Source: an optimization exercise on an open RTL-to-GDS flow (aim: small area). Production flows keep margins and buffers that such runs may drop.
The RTL was checked by simulation tests, not by an equivalence proof against the original design.
Power is estimated from default activity; no workload was simulated.

== wip/amber ==
Design game_engine, start of the top module:
module game_engine #(
    parameter int NUM_SLOTS = 8
) (
    input  logic                    clk_25MHz,
    input  logic                    rst,
    input  logic                    playing,
    input  logic                    game_init,
    input  logic                    frame_tick,
    input  logic [3:0]              deploy_press,
    input  logic                    upgrade_press,
    input  logic                    hit_valid,
    input  logic [2:0]              hit_slot,
    input  logic [11:0]             hit_amount,
    output logic [14:0]             money,
    output logic [2:0]              purse_level,
    output logic                    able_to_upgrade,
    output logic [3:0]              cd_busy,
    output logic [NUM_SLOTS-1:0]    army_alive,
    output logic [2*NUM_SLOTS-1:0]  army_type,
    output logic [12*NUM_SLOTS-1:0] army_hp
);
Size: ~1000 cells after synthesis, roughly 170 I/O pins, roughly 9400 um^2 of cells after synthesis.
export LEC_CHECK = 0
export ABC_AREA = 1
export CAP_MARGIN = 20
export CORE_MARGIN = 2
export CORE_UTILIZATION = 40
export SLEW_MARGIN = 20
create_clock -name core_clock -period 10.0 [get_ports {clk_25MHz}]
standard.sh (not shown) runs the stock make flow with config.mk's settings and CLKGATE_MAP_FILE= SYNTH_SCRIPT=/design/flow/synth_recipe.tcl, a recipe that flattens the netlist after the stock synthesis.
==> flow/flow/run.sh <==
#!/bin/bash
# Layout flow: the standard synthesis, then the combinational logic is
# re-mapped for area by ABC (amap) (registers, ports and their names are kept), then
# the standard layout from floorplan on. Ports are buffered with buf_1 and
# the clock tree is built without dummy loads.
set -euo pipefail
HERE=$(pwd)
FLOWDIR=$HERE/flow
RES=$HERE/orfs/results/$FLOW_PLATFORM/game_engine/base
YOSYS=$(command -v yosys || echo "$FLOW_HOME/../tools/install/yosys/bin/yosys")
LIB=$FLOW_HOME/platforms/$FLOW_PLATFORM/lib/sky130_fd_sc_hd__tt_025C_1v80.lib

export BUFFER_PORTS_ARGS="-buffer_cell sky130_fd_sc_hd__buf_1"
export CTS_ARGS="-sink_clustering_enable -repair_clock_nets -dont_use_dummy_load -buf_list sky130_fd_sc_hd__clkbuf_8 -sink_clustering_size 14 -sink_clustering_max_diameter 150"

# 1. standard synthesis
bash standard.sh "$RES/1_2_yosys.v" > standard_synth.log 2>&1

# 2. area re-mapping of the combinational logic
cp "$RES/1_2_yosys.v" "$HERE/synth_standard.v"
# the combinational cells' functions, as Verilog modules
"$YOSYS" -q -p "read_liberty -ignore_miss_func $LIB; delete sky130_fd_sc_hd__df* sky130_fd_sc_hd__edf* sky130_fd_sc_hd__sdf* sky130_fd_sc_hd__sedf* sky130_fd_sc_hd__dl* sky130_fd_sc_hd__conb_1 sky130_fd_sc_hd__lpflow* sky130_fd_sc_hd__probe*; write_verilog -noattr $HERE/comb_cells.v" > "$HERE/comb_cells.log" 2>&1
DONT=$(grep -o 'cell *( *"\?sky130_fd_sc_hd__\(lpflow\|probe\)[a-z0-9_]*' "$LIB" | sed 's/.*(\s*"\?//' | sort -u | sed 's/^/-dont_use /' | tr '\n' ' ')
sed -e "s#@LIB@#$LIB#g" -e "s#@IN@#$HERE/synth_standard.v#" -e "s#@OUT@#$HERE/synth_remapped.v#" \
    -e "s#@SCRIPT@#$FLOWDIR/remap.abc#" -e "s#@COMB@#$HERE/comb_cells.v#" -e "s#@DONT@#$DONT#" "$FLOWDIR/remap.ys" > "$HERE/remap_run.ys"
"$YOSYS" -s "$HERE/remap_run.ys" > "$HERE/remap.log" 2>&1
cp "$HERE/synth_remapped.v" "$RES/1_2_yosys.v"
touch "$RES/1_2_yosys.v"

# 3. the rest of the standard layout
bash standard.sh > standard_layout.log 2>&1
Other scripts of this flow, unchanged in this note and not shown: flow/flow/remap.abc, flow/flow/remap.ys
diff inputs: wip/amber => wip/cedar
diff --git a/flow/design.v b/flow/design.v
--- a/flow/design.v
+++ b/flow/design.v
@@ -146,33 +146,27 @@
             3'd0: begin price = 12'd50;  cap = 12'd200;  inc = 3'd1; end
             3'd1: begin price = 12'd100; cap = 12'd400;  inc = 3'd2; end
             3'd2: begin price = 12'd150; cap = 12'd600;  inc = 3'd2; end
             3'd3: begin price = 12'd200; cap = 12'd800;  inc = 3'd3; end
             3'd4: begin price = 12'd300; cap = 12'd1200; inc = 3'd4; end
             3'd5: begin price = 12'd400; cap = 12'd1600; inc = 3'd5; end
             3'd6: begin price = 12'd500; cap = 12'd2000; inc = 3'd5; end
             default: begin price = 12'd0; cap = 12'd2500; inc = 3'd5; end
         endcase
     end
-    logic able;
-    always_comb begin
-        case (level)
-            3'd0: able = m[7] | m[6] | (m[5] & m[4] & (m[3] | m[2] | m[1]));                           
-            3'd1: able = m[8] | m[7] | (m[6] & m[5] & (m[4] | m[3] | m[2]));                           
-            3'd2: able = m[9] | m[8] | (m[7] & (m[6] | m[5] | (m[4] & (m[3] | (m[2] & m[1])))));       
-            3'd3: able = m[9] | m[8] | (m[7] & m[6] & (m[5] | m[4] | m[3]));                           
-            3'd4: able = m[10] | m[9] | (m[8] & (m[7] | m[6] | (m[5] & (m[4] | (m[3] & m[2])))));     
-            3'd5: able = m[10] | m[9] | (m[8] & m[7] & (m[6] | m[5] | m[4]));                          
-            3'd6: able = m[10] | m[9] | (m[8] & m[7] & m[6] & m[5] & m[4] & (m[3] | m[2]));           
-            default: able = 1'b0;                                                                      
-        endcase
-    end
+    function automatic logic ge12(input logic [11:0] a, input logic [11:0] b);
+        logic g;
+        g = 1'b1;
+        for (int k = 0; k < 12; k++) g = (a[k] & ~b[k]) | (a[k] & g) | (~b[k] & g);
+        ge12 = g;
+    endfunction
+    wire able = ge12(m, price) && (level != 3'd7);
     logic over;
     always_comb begin
         case (level)
             3'd0: over = m[7] & m[6] & m[3];
             3'd1: over = m[8] & m[7] & (m[4] | (m[3] & m[2] & m[1] & m[0]));
             3'd2: over = m[9] & m[6] & m[4] & (m[3] | (m[2] & m[1] & m[0]));
             3'd3: over = m[9] & m[8] & (m[5] | (m[4] & m[3] & m[2] & m[1]));
             3'd4: over = m[10] & m[7] & m[5] & (m[4] | (m[3] & m[2] & (m[1] | m[0])));
             3'd5: over = m[10] & m[9] & (m[6] | (m[5] & m[4] & m[3] & m[2]));
             3'd6: over = m[10] & m[9] & m[8] & m[7] & m[6] & (m[4] | (m[3] & m[2]));
Notes after the runs:
- wip/cedar completed end to end with timing, DRC and antenna clean.
- Against wip/amber, number of placed cells counting well taps in wip/cedar rose slightly.
- Sort wip/amber and wip/cedar by worst-case vdd ir drop, ascending, and wip/amber comes first.
- In the flow results for wip/amber and wip/cedar, the core utilization is larger on wip/cedar.
- wip/cedar vs. wip/amber: die area now sits higher; critical path depth now sits lower; worst hold slack after final layout now sits at about the same level.
- As far as proportion of total power due to net switching is concerned, wip/amber and wip/cedar perform about the same.
- Comparing wip/amber and wip/cedar, the higher via count was measured on wip/amber.
- Going from wip/amber to wip/cedar, the power was found to have gone up by about 0.7%.
- Re count of mapped cells out of synthesis: wip/amber and wip/cedar aren't equal, and the lower value belongs to wip/amber.
- Maximum frequency delta (wip/cedar − wip/amber): unfavourable
- Against wip/amber, wip/cedar comes in 0.060 ns higher on time the final worst path needs with I/O delays and setup.
- Between wip/amber and wip/cedar, the flow reports sequential power increasing slightly.
- Summary of the comparison: number of buffers other than clock buffers in the final layout is higher in wip/cedar, relative to wip/amber.

[static timing again, ports no longer ideal]
In the flow no input, the clock included, has a driving cell. The finished layouts below were timed again as built, in two steps. Step 1 (the two cells are an assumption about what drives the block):
set clk [get_ports {clk_25MHz}]
set_driving_cell -lib_cell sky130_fd_sc_hd__clkbuf_16 $clk
set_driving_cell -lib_cell sky130_fd_sc_hd__buf_2 [delete_from_list [all_inputs] $clk]
Step 2 times the ports against the registers' clock, not the clock port: input delays grow and output delays shrink by t, the midpoint of the rising clock arrivals with the driver on. Three values: no drivers, after step 1, after step 2; two values: the first two.
| run | t (ns) | setup WS [ns] | worst register clock-pin slew, ns |
|---|---|---|---|
| wip/amber | 0.539 | 2.653 / 2.649 / 2.109 | 0.11 / 0.11 |
| wip/cedar | 0.540 | 2.593 / 2.593 / 2.052 | 0.11 / 0.11 |
After both steps every run listed still meets setup and hold. The setup slack of wip/amber, which loses most, moves by -0.004 ns with the drivers and by -0.544 ns with both steps.
